This is an optimization exercise on Yosys and OpenROAD, whose aim is a short achievable clock period and few clock cycles, not a production implementation.
Only simulation tests tie the RTL to the original design; equivalence was not proved.
Power figures rest on the tool's default switching activity, not on a simulated workload.

==> inputs of exp/lagoon <==
==> flow/design.v <==
module mips_multicycle_core (
  input  logic        clk,
  input  logic        rst,
  output logic        mem_req,
  output logic        mem_we,
  output logic [31:0] mem_addr,
  output logic [31:0] mem_wdata,
  input  logic [31:0] mem_rdata,
  input  logic        mem_ready,
  output logic        halted
);
  localparam logic [5:0] OP_RTYPE = 6'h00;
  localparam logic [5:0] OP_J     = 6'h02;
  localparam logic [5:0] OP_BEQ   = 6'h04;
  localparam logic [5:0] OP_ADDI  = 6'h08;
  localparam logic [5:0] OP_LW    = 6'h23;
  localparam logic [5:0] OP_SW    = 6'h2B;
  localparam logic [5:0] FN_ADD = 6'h20;
  localparam logic [5:0] FN_SUB = 6'h22;
  localparam logic [5:0] FN_AND = 6'h24;
  localparam logic [5:0] FN_OR  = 6'h25;
  localparam logic [5:0] FN_SLT = 6'h2A;
  function automatic logic [29:0] add_off(input logic [29:0] base, input logic [15:0] off,
                                          input logic ci);
    logic [16:0] lo;
    logic [13:0] hi;
    lo = {1'b0, base[15:0]} + {1'b0, off} + {16'b0, ci};
    if (off[15] == lo[16]) hi = base[29:16];
    else if (lo[16])       hi = base[29:16] + 14'd1;
    else                   hi = base[29:16] - 14'd1;
    add_off = {hi, lo[15:0]};
  endfunction
  function automatic logic [31:0] ks_add(input logic [31:0] x, input logic [31:0] g0, input logic ci);
    logic [31:0] g, p, gn, pn;
    g = g0;
    p = x;
    g[0] = g[0] | (p[0] & ci);
    for (int l = 0; l < 5; l++) begin
      for (int i = 0; i < 32; i++) begin
        if (i >= (1 << l)) begin
          gn[i] = g[i] | (p[i] & g[i - (1 << l)]);
          pn[i] = p[i] & p[i - (1 << l)];
        end else begin
          gn[i] = g[i];
          pn[i] = p[i];
        end
      end
      g = gn;
      p = pn;
    end
    ks_add = x ^ {g[30:0], ci};
  endfunction
  logic        r_req;         
  logic        r_halted;
  logic        r_dcyc;        
  logic [31:2] r_addr;        
  logic        r_we;          
  logic [31:0] r_wdata;       
  logic [31:2] r_pcf;         
  logic [31:1] r_ld_oh;       
  logic [4:0]  r_ld_idx;
  logic        r_x_arith;     
  logic        r_x_and;
  logic        r_x_or;
  logic        r_x_slt;
  logic        r_x_cin;       
  logic        r_x_wr;        
  logic        r_x_r;         
  logic        r_x_mem;       
  logic        r_x_sw;
  logic        r_x_beq;       
  logic        r_x_bwa;       
  logic        r_x_bwb;       
  logic        r_x_hpend;     
  logic [4:0]  r_x_widx;      
  logic [4:0]  r_x_rs;
  logic [4:0]  r_x_rt;
  logic [31:0] r_x_a;
  logic [31:0] r_x_b;
  logic [31:0] r_x_opb;       
  logic [31:0] r_x_p;         
  logic [31:0] r_x_g;         
  logic [31:2] r_x_bt;        
  logic        r_w_wr;
  logic [4:0]  r_w_idx;
  logic [31:1] r_w_oh;
  logic [31:0] r_w_val;
  logic [31:0] r_regs [1:31];
  logic [31:0] w_sum, w_res;
  logic        w_lt, w_taken, w_misal;
  assign w_sum   = ks_add(r_x_p, r_x_g, r_x_cin);
  assign w_lt    = (r_x_a[31] ^ r_x_b[31]) ? r_x_a[31] : w_sum[31];
  assign w_res   = ({32{r_x_arith}} & w_sum) |
                   ({32{r_x_and}}   & r_x_g) |
                   ({32{r_x_or}}    & (r_x_p | r_x_g)) |
                   {31'b0, r_x_slt & w_lt};
  assign w_taken = r_x_beq && (r_x_bwa ? (r_w_val == r_x_b) :
                               r_x_bwb ? (r_x_a == r_w_val) : (r_x_p == 32'd0));
  assign w_misal = r_x_mem && (w_sum[1:0] != 2'b00);
  logic [31:0] w_ir;
  logic [5:0]  w_op, w_fn;
  logic [4:0]  w_rs, w_rt, w_rd;
  logic [31:0] w_sext;
  assign w_ir   = mem_rdata;
  assign w_op   = w_ir[31:26];
  assign w_fn   = w_ir[5:0];
  assign w_rs   = w_ir[25:21];
  assign w_rt   = w_ir[20:16];
  assign w_rd   = w_ir[15:11];
  assign w_sext = {{16{w_ir[15]}}, w_ir[15:0]};
  logic d_r, d_j, d_beq, d_addi, d_lw, d_sw, d_legal;
  logic d_fadd, d_fsub, d_fand, d_for, d_fslt;
  assign d_r    = (w_op == OP_RTYPE);
  assign d_j    = (w_op == OP_J);
  assign d_beq  = (w_op == OP_BEQ);
  assign d_addi = (w_op == OP_ADDI);
  assign d_lw   = (w_op == OP_LW);
  assign d_sw   = (w_op == OP_SW);
  assign d_fadd = d_r && (w_fn == FN_ADD);
  assign d_fsub = d_r && (w_fn == FN_SUB);
  assign d_fand = d_r && (w_fn == FN_AND);
  assign d_for  = d_r && (w_fn == FN_OR);
  assign d_fslt = d_r && (w_fn == FN_SLT);
  assign d_legal = d_fadd || d_fsub || d_fand || d_for || d_fslt ||
                   d_j || d_beq || d_addi || d_lw || d_sw;
  logic       d_ubr;    
  logic [4:0] d_widx;
  logic       d_wr;
  logic       d_inv;    
  assign d_ubr  = d_beq && (w_rs == w_rt);
  assign d_widx = d_r ? w_rd : w_rt;
  assign d_wr   = (d_fadd || d_fsub || d_fand || d_for || d_fslt || d_addi) && (d_widx != 5'd0);
  assign d_inv  = d_fsub || d_fslt;
  logic        m_xa, m_xb, m_wa, m_wb;
  logic [31:0] w_ra, w_rb, w_wa, w_wb, w_da, w_db;
  assign m_xa = r_x_wr && (r_x_widx == w_rs);
  assign m_xb = r_x_wr && (r_x_widx == w_rt);
  assign m_wa = r_w_wr && (r_w_idx == w_rs);
  assign m_wb = r_w_wr && (r_w_idx == w_rt);
  always_comb begin
    w_ra = '0;
    w_rb = '0;
    for (int i = 1; i < 32; i++) begin
      w_ra = w_ra | ({32{w_rs == 5'(i)}} & r_regs[i]);
      w_rb = w_rb | ({32{w_rt == 5'(i)}} & r_regs[i]);
    end
  end
  assign w_wa = m_wa ? r_w_val : w_ra;
  assign w_wb = m_wb ? r_w_val : w_rb;
  assign w_da = w_wa;
  assign w_db = w_wb;
  logic [31:0] w_dopb;
  assign w_dopb = (!d_r && !d_beq) ? w_sext : d_inv ? ~w_db : w_db;
  logic d_cbr, d_use_rs, d_use_rt, d_stall;
  assign d_cbr    = d_beq && !d_ubr;
  assign d_use_rs = d_r || d_addi || d_lw || d_sw;
  assign d_use_rt = d_r || d_sw;
  assign d_stall  = (m_xa && d_use_rs) || (m_xb && d_use_rt) || (d_cbr && m_xa && m_xb);
  logic [31:2] w_seq, w_bt, w_jt, w_nf;
  assign w_seq = r_pcf + 30'd1;
  assign w_bt  = add_off(r_pcf, w_ir[15:0], 1'b1);
  assign w_jt  = {w_seq[31:28], w_ir[25:0]};
  assign w_nf  = d_j ? w_jt : d_ubr ? w_bt : w_seq;
  logic        m_la, m_lb;
  logic [31:0] w_pa, w_pb, w_popb;
  assign m_la   = (r_ld_idx != 5'd0) && (r_x_rs == r_ld_idx);
  assign m_lb   = (r_ld_idx != 5'd0) && (r_x_rt == r_ld_idx);
  assign w_pa   = m_la ? mem_rdata : r_x_a;
  assign w_pb   = m_lb ? mem_rdata : r_x_b;
  assign w_popb = (m_lb && (r_x_r || r_x_beq)) ? (r_x_cin ? ~mem_rdata : mem_rdata) : r_x_opb;
  logic w_go;       
  logic w_kill;     
  logic w_dnext;    
  assign w_go    = r_req && mem_ready;
  assign w_kill  = w_taken || d_stall;
  assign w_dnext = r_x_mem && !w_misal;
  always_ff @(posedge clk or posedge rst) begin
    if (rst) begin
      for (int i = 1; i < 32; i++) r_regs[i] <= '0;
    end else if (w_go) begin
      for (int i = 1; i < 32; i++) begin
        if (r_w_oh[i])       r_regs[i] <= r_w_val;
        else if (r_ld_oh[i]) r_regs[i] <= mem_rdata;
      end
    end
  end
  always_ff @(posedge clk or posedge rst) begin
    if (rst) begin
      r_req     <= 1'b0;
      r_halted  <= 1'b0;
      r_dcyc    <= 1'b0;
      r_addr    <= '0;
      r_we      <= 1'b0;
      r_wdata   <= '0;
      r_pcf     <= '0;
      r_ld_oh   <= '0;
      r_ld_idx  <= '0;
      r_x_arith <= 1'b0;
      r_x_and   <= 1'b0;
      r_x_or    <= 1'b0;
      r_x_slt   <= 1'b0;
      r_x_cin   <= 1'b0;
      r_x_wr    <= 1'b0;
      r_x_r     <= 1'b0;
      r_x_mem   <= 1'b0;
      r_x_sw    <= 1'b0;
      r_x_beq   <= 1'b0;
      r_x_bwa   <= 1'b0;
      r_x_bwb   <= 1'b0;
      r_x_hpend <= 1'b0;
      r_x_widx  <= '0;
      r_x_rs    <= '0;
      r_x_rt    <= '0;
      r_x_a     <= '0;
      r_x_b     <= '0;
      r_x_opb   <= '0;
      r_x_p     <= '0;
      r_x_g     <= '0;
      r_x_bt    <= '0;
      r_w_wr    <= 1'b0;
      r_w_idx   <= '0;
      r_w_oh    <= '0;
      r_w_val   <= '0;
    end else if (!r_req) begin
      if (!r_halted) r_req <= 1'b1;
    end else if (w_go) begin
      if (r_dcyc) begin
        r_w_wr  <= 1'b0;
        r_w_oh  <= '0;
        r_ld_oh <= '0;
        r_dcyc  <= 1'b0;
        r_we    <= 1'b0;
        r_addr  <= r_pcf;
        r_x_a   <= w_pa;
        r_x_b   <= w_pb;
        r_x_opb <= w_popb;
        r_x_p   <= w_pa ^ w_popb;
        r_x_g   <= w_pa & w_popb;
        if (r_x_hpend) begin
          r_halted <= 1'b1;
          r_req    <= 1'b0;
        end
      end else begin
        r_w_wr  <= r_x_wr;
        r_w_idx <= r_x_widx;
        for (int i = 1; i < 32; i++) r_w_oh[i] <= r_x_wr && (r_x_widx == 5'(i));
        r_w_val <= w_res;
        if (w_misal || r_x_hpend || (!w_kill && !d_legal && !w_dnext)) begin
          r_halted <= 1'b1;
          r_req    <= 1'b0;
        end
        r_dcyc   <= w_dnext;
        r_we     <= w_dnext && r_x_sw;
        r_wdata  <= r_x_b;
        r_ld_idx <= r_x_sw ? 5'd0 : r_x_widx;
        for (int i = 1; i < 32; i++) r_ld_oh[i] <= w_dnext && !r_x_sw && (r_x_widx == 5'(i));
        r_addr   <= w_taken ? r_x_bt : w_dnext ? w_sum[31:2] : d_stall ? r_pcf : w_nf;
        r_pcf    <= w_taken ? r_x_bt : d_stall ? r_pcf : w_nf;
        r_x_arith <= !w_kill && (d_fadd || d_fsub || d_addi || d_lw || d_sw);
        r_x_and   <= !w_kill && d_fand;
        r_x_or    <= !w_kill && d_for;
        r_x_slt   <= !w_kill && d_fslt;
        r_x_cin   <= d_inv;
        r_x_wr    <= !w_kill && d_wr;
        r_x_r     <= !w_kill && d_r;
        r_x_mem   <= !w_kill && (d_lw || d_sw);
        r_x_sw    <= !w_kill && d_sw;
        r_x_beq   <= !w_kill && d_cbr;
        r_x_bwa   <= m_xa;
        r_x_bwb   <= m_xb;
        r_x_hpend <= !w_kill && !d_legal;
        r_x_widx  <= d_widx;
        r_x_rs    <= w_rs;
        r_x_rt    <= w_rt;
        r_x_a     <= w_da;
        r_x_b     <= w_db;
        r_x_opb   <= w_dopb;
        r_x_p     <= w_da ^ w_dopb;
        r_x_g     <= w_da & w_dopb;
        r_x_bt    <= w_bt;
      end
    end
  end
  assign mem_req   = r_req;
  assign mem_we    = r_we;
  assign mem_addr  = {r_addr, 2'b00};
  assign mem_wdata = r_wdata;
  assign halted    = r_halted;
endmodule
==> flow/flow/run.sh <==
#!/bin/bash
# Standard ORFS layout (the standard.sh), one make step at a time, with
# three changes on the make command line:
#   MATCH_CELL_FOOTPRINT=0  sizing may change a cell's footprint, so repair_timing
#                           can upsize gates and flip-flops (drive strength only);
#   ADDER_MAP_FILE=         adders stay plain logic for abc instead of being
#                           extracted into chains of fa/ha cells;
#   BUFFER_PORTS_ARGS       every input and output port still gets its buffer,
#                           but a buf_6 rather than the default delay cell.
# Registers, their names and cell types are those of the standard synthesis.
# Each step's full output goes to its own log in this folder.
set -euo pipefail
args=(MATCH_CELL_FOOTPRINT=0 ADDER_MAP_FILE= "BUFFER_PORTS_ARGS=-buffer_cell sky130_fd_sc_hd__buf_6")
for step in synth floorplan place cts route finish; do
  bash standard.sh "${args[@]}" "$step" > "flow_${step}.log" 2>&1
done
test -f out/final.def
==> flow/standard.sh <==
#!/bin/bash
# synth_recipe.tcl (not shown) runs the flow's synth.tcl, then flattens the netlist and writes it again
# the make line also repeats each setting of config.mk as NAME=value (left out here)
make -C /OpenROAD-flow-scripts/flow DESIGN_CONFIG=/design/flow/config.mk WORK_HOME=/design/flow/orfs CLKGATE_MAP_FILE= SYNTH_SCRIPT=/design/flow/synth_recipe.tcl "${@:-finish}"
==> flow/config.mk <==
export PLATFORM = sky130hd
export DESIGN_NAME = mips_multicycle_core
export DESIGN_NICKNAME = mips_multicycle_core
export VERILOG_FILES = /design/flow/design.v
export SDC_FILE = /design/flow/constraint.sdc
export NUM_CORES = 4
export LEC_CHECK = 0
export ABC_CLOCK_PERIOD_IN_PS = 2000
export CAP_MARGIN = 20
export CORE_MARGIN = 2
export CORE_UTILIZATION = 40
export SETUP_SLACK_MARGIN = 2.8
export SLEW_MARGIN = 20
export TNS_END_PERCENT = 5
==> flow/constraint.sdc <==
create_clock -name core_clock -period 5.0 [get_ports {clk}]
set_input_delay 1.0000 -clock core_clock [delete_from_list [all_inputs] [get_ports {clk}]]
set_output_delay 1.0000 -clock core_clock [all_outputs]
set_load 0.01 [all_outputs]
==> inputs of exp/maple, as changes to exp/lagoon <==
--- a/flow/design.v
+++ b/flow/design.v
@@ -31,7 +31,8 @@
     add_off = {hi, lo[15:0]};
   endfunction
-  function automatic logic [31:0] ks_add(input logic [31:0] x, input logic [31:0] g0, input logic ci);
-    logic [31:0] g, p, gn, pn;
-    g = g0;
+  function automatic logic [31:0] ks_add(input logic [31:0] a, input logic [31:0] b, input logic ci);
+    logic [31:0] g, p, gn, pn, x;
+    x = a ^ b;
+    g = a & b;
     p = x;
     g[0] = g[0] | (p[0] & ci);
@@ -70,6 +71,4 @@
   logic        r_x_sw;
   logic        r_x_beq;       
-  logic        r_x_bwa;       
-  logic        r_x_bwb;       
   logic        r_x_hpend;     
   logic [4:0]  r_x_widx;      
@@ -79,6 +78,4 @@
   logic [31:0] r_x_b;
   logic [31:0] r_x_opb;       
-  logic [31:0] r_x_p;         
-  logic [31:0] r_x_g;         
   logic [31:2] r_x_bt;        
   logic        r_w_wr;
@@ -89,12 +86,11 @@
   logic [31:0] w_sum, w_res;
   logic        w_lt, w_taken, w_misal;
-  assign w_sum   = ks_add(r_x_p, r_x_g, r_x_cin);
+  assign w_sum   = ks_add(r_x_a, r_x_opb, r_x_cin);
   assign w_lt    = (r_x_a[31] ^ r_x_b[31]) ? r_x_a[31] : w_sum[31];
   assign w_res   = ({32{r_x_arith}} & w_sum) |
-                   ({32{r_x_and}}   & r_x_g) |
-                   ({32{r_x_or}}    & (r_x_p | r_x_g)) |
+                   ({32{r_x_and}}   & (r_x_a & r_x_b)) |
+                   ({32{r_x_or}}    & (r_x_a | r_x_b)) |
                    {31'b0, r_x_slt & w_lt};
-  assign w_taken = r_x_beq && (r_x_bwa ? (r_w_val == r_x_b) :
-                               r_x_bwb ? (r_x_a == r_w_val) : (r_x_p == 32'd0));
+  assign w_taken = r_x_beq && (r_x_a == r_x_b);
   assign w_misal = r_x_mem && (w_sum[1:0] != 2'b00);
   logic [31:0] w_ir;
@@ -148,30 +144,16 @@
   assign w_wa = m_wa ? r_w_val : w_ra;
   assign w_wb = m_wb ? r_w_val : w_rb;
-  assign w_da = w_wa;
-  assign w_db = w_wb;
-  logic [31:0] w_dopb;
-  assign w_dopb = (!d_r && !d_beq) ? w_sext : d_inv ? ~w_db : w_db;
-  logic d_cbr, d_use_rs, d_use_rt, d_stall;
-  assign d_cbr    = d_beq && !d_ubr;
-  assign d_use_rs = d_r || d_addi || d_lw || d_sw;
-  assign d_use_rt = d_r || d_sw;
-  assign d_stall  = (m_xa && d_use_rs) || (m_xb && d_use_rt) || (d_cbr && m_xa && m_xb);
+  assign w_da = m_xa ? w_res : w_wa;
+  assign w_db = m_xb ? w_res : w_wb;
   logic [31:2] w_seq, w_bt, w_jt, w_nf;
   assign w_seq = r_pcf + 30'd1;
   assign w_bt  = add_off(r_pcf, w_ir[15:0], 1'b1);
   assign w_jt  = {w_seq[31:28], w_ir[25:0]};
-  assign w_nf  = d_j ? w_jt : d_ubr ? w_bt : w_seq;
-  logic        m_la, m_lb;
-  logic [31:0] w_pa, w_pb, w_popb;
-  assign m_la   = (r_ld_idx != 5'd0) && (r_x_rs == r_ld_idx);
-  assign m_lb   = (r_ld_idx != 5'd0) && (r_x_rt == r_ld_idx);
-  assign w_pa   = m_la ? mem_rdata : r_x_a;
-  assign w_pb   = m_lb ? mem_rdata : r_x_b;
-  assign w_popb = (m_lb && (r_x_r || r_x_beq)) ? (r_x_cin ? ~mem_rdata : mem_rdata) : r_x_opb;
+  assign w_nf  = w_taken ? r_x_bt : d_j ? w_jt : d_ubr ? w_bt : w_seq;
   logic w_go;       
   logic w_kill;     
   logic w_dnext;    
   assign w_go    = r_req && mem_ready;
-  assign w_kill  = w_taken || d_stall;
+  assign w_kill  = w_taken;
   assign w_dnext = r_x_mem && !w_misal;
   always_ff @(posedge clk or posedge rst) begin
@@ -206,6 +188,4 @@
       r_x_sw    <= 1'b0;
       r_x_beq   <= 1'b0;
-      r_x_bwa   <= 1'b0;
-      r_x_bwb   <= 1'b0;
       r_x_hpend <= 1'b0;
       r_x_widx  <= '0;
@@ -215,6 +195,4 @@
       r_x_b     <= '0;
       r_x_opb   <= '0;
-      r_x_p     <= '0;
-      r_x_g     <= '0;
       r_x_bt    <= '0;
       r_w_wr    <= 1'b0;
@@ -232,9 +210,11 @@
         r_we    <= 1'b0;
         r_addr  <= r_pcf;
-        r_x_a   <= w_pa;
-        r_x_b   <= w_pb;
-        r_x_opb <= w_popb;
-        r_x_p   <= w_pa ^ w_popb;
-        r_x_g   <= w_pa & w_popb;
+        if (r_ld_idx != 5'd0) begin
+          if (r_x_rs == r_ld_idx) r_x_a <= mem_rdata;
+          if (r_x_rt == r_ld_idx) begin
+            r_x_b <= mem_rdata;
+            if (r_x_r) r_x_opb <= r_x_cin ? ~mem_rdata : mem_rdata;
+          end
+        end
         if (r_x_hpend) begin
           r_halted <= 1'b1;
@@ -255,6 +235,6 @@
         r_ld_idx <= r_x_sw ? 5'd0 : r_x_widx;
         for (int i = 1; i < 32; i++) r_ld_oh[i] <= w_dnext && !r_x_sw && (r_x_widx == 5'(i));
-        r_addr   <= w_taken ? r_x_bt : w_dnext ? w_sum[31:2] : d_stall ? r_pcf : w_nf;
-        r_pcf    <= w_taken ? r_x_bt : d_stall ? r_pcf : w_nf;
+        r_addr   <= w_dnext ? w_sum[31:2] : w_nf;
+        r_pcf    <= w_nf;
         r_x_arith <= !w_kill && (d_fadd || d_fsub || d_addi || d_lw || d_sw);
         r_x_and   <= !w_kill && d_fand;
@@ -266,7 +246,5 @@
         r_x_mem   <= !w_kill && (d_lw || d_sw);
         r_x_sw    <= !w_kill && d_sw;
-        r_x_beq   <= !w_kill && d_cbr;
-        r_x_bwa   <= m_xa;
-        r_x_bwb   <= m_xb;
+        r_x_beq   <= !w_kill && d_beq && !d_ubr;
         r_x_hpend <= !w_kill && !d_legal;
         r_x_widx  <= d_widx;
@@ -275,7 +253,5 @@
         r_x_a     <= w_da;
         r_x_b     <= w_db;
-        r_x_opb   <= w_dopb;
-        r_x_p     <= w_da ^ w_dopb;
-        r_x_g     <= w_da & w_dopb;
+        r_x_opb   <= !d_r ? w_sext : d_inv ? ~w_db : w_db;
         r_x_bt    <= w_bt;
       end
==> flow/flow/run.sh (replaced) <==
#!/bin/bash
# Standard ORFS layout (the standard.sh), one make step at a time, with two
# changes on the make command line:
#   MATCH_CELL_FOOTPRINT=0  sizing may change a cell's footprint, so repair_timing
#                           can upsize gates and flip-flops (drive strength only);
#   ADDER_MAP_FILE=         adders stay plain logic for abc instead of being
#                           extracted into ripple chains of fa/ha cells.
# Registers, their names and cell types are those of the standard synthesis.
# Each step's full output goes to its own log in this folder.
set -euo pipefail
for step in synth floorplan place cts route finish; do
  bash standard.sh MATCH_CELL_FOOTPRINT=0 ADDER_MAP_FILE= "$step" > "flow_${step}.log" 2>&1
done
test -f out/final.def
Settings changed: SETUP_SLACK_MARGIN 2.8 to 2.6.
==> impl_metrics.yaml <==
synthesis:
  synth.avg_cell_area_um2: 8.90
  yosys-top-cells-count: "nand2_1, dfrtp_1, o21ai_0"
global_routing:
  grt_pass1_vias: 76600
sta:
  hold_ws_ps: 477
  maxSlewHeadroom: 0.121
  setup_ws_ps: 1450
route:
  drt_iter0_markers: 17800
outcome:
  status: "finished clean"
pwr:
  clk-power_mw: 12.3
  fin_total_pwr_mw: 34.1
clock_tree:
  clock_latency_ps: 860
critical_path:
  worst_path_max_delay_cell: "dfrtp_1"
cells_and_area:
  nClkBuffers: 235
(the above is from exp/maple)
==> impl_metrics.yaml <==
outcome:
  status: "finished clean"
sta:
  hold_ws_ps: 367
  setup_ws_ps: 1870
  maxSlewHeadroom: 0.149
synthesis:
  synth.avg_cell_area_um2: 8.53
route:
  drt_iter0_markers: 18800
global_routing:
  grt_pass1_vias: 86600
clock_tree:
  clock_latency_ps: 890
(the above is from exp/lagoon)
Testbench counts of exp/lagoon, summed over its fixed seeds: cycles 156,906.
Testbench counts of exp/maple, summed over its fixed seeds: cycles 155,770.

==> separate check: timing with driven ports <==
The flow's constraints put no driver on any port. The routed layouts listed below were extracted and timed again, unchanged, in two steps.
Step 1 (the two cells are an assumption about what drives the block):
set clk [get_ports {clk}]
set_driving_cell -lib_cell sky130_fd_sc_hd__clkbuf_16 $clk
set_driving_cell -lib_cell sky130_fd_sc_hd__buf_2 [delete_from_list [all_inputs] $clk]
Step 2 adds t to the input delays and takes it off the output delays; t is the mean of the earliest and latest rising clock arrival at the registers after step 1. Input paths then give back, and output paths get back, about the clock's delay inside the block.
Three values: ideal, step 1, step 2; two values: the first two.
| run | t (ns) | setup WS [ns] | worst setup path at the end | worst data-port slew with drivers (ns) | pins driven straight from the clock port |
|---|---|---|---|---|---|
| exp/lagoon | 0.977 | 1.874 / 1.629 / 0.652 | input to register | 0.42 | 1 |
| exp/maple | 0.939 | 1.448 / 1.448 / 0.601 | input to register | 0.25 | 1 |
After both steps every run listed still meets setup and hold. The setup slack of exp/lagoon, which loses most, moves by -0.245 ns with the drivers and by -1.222 ns with both steps.
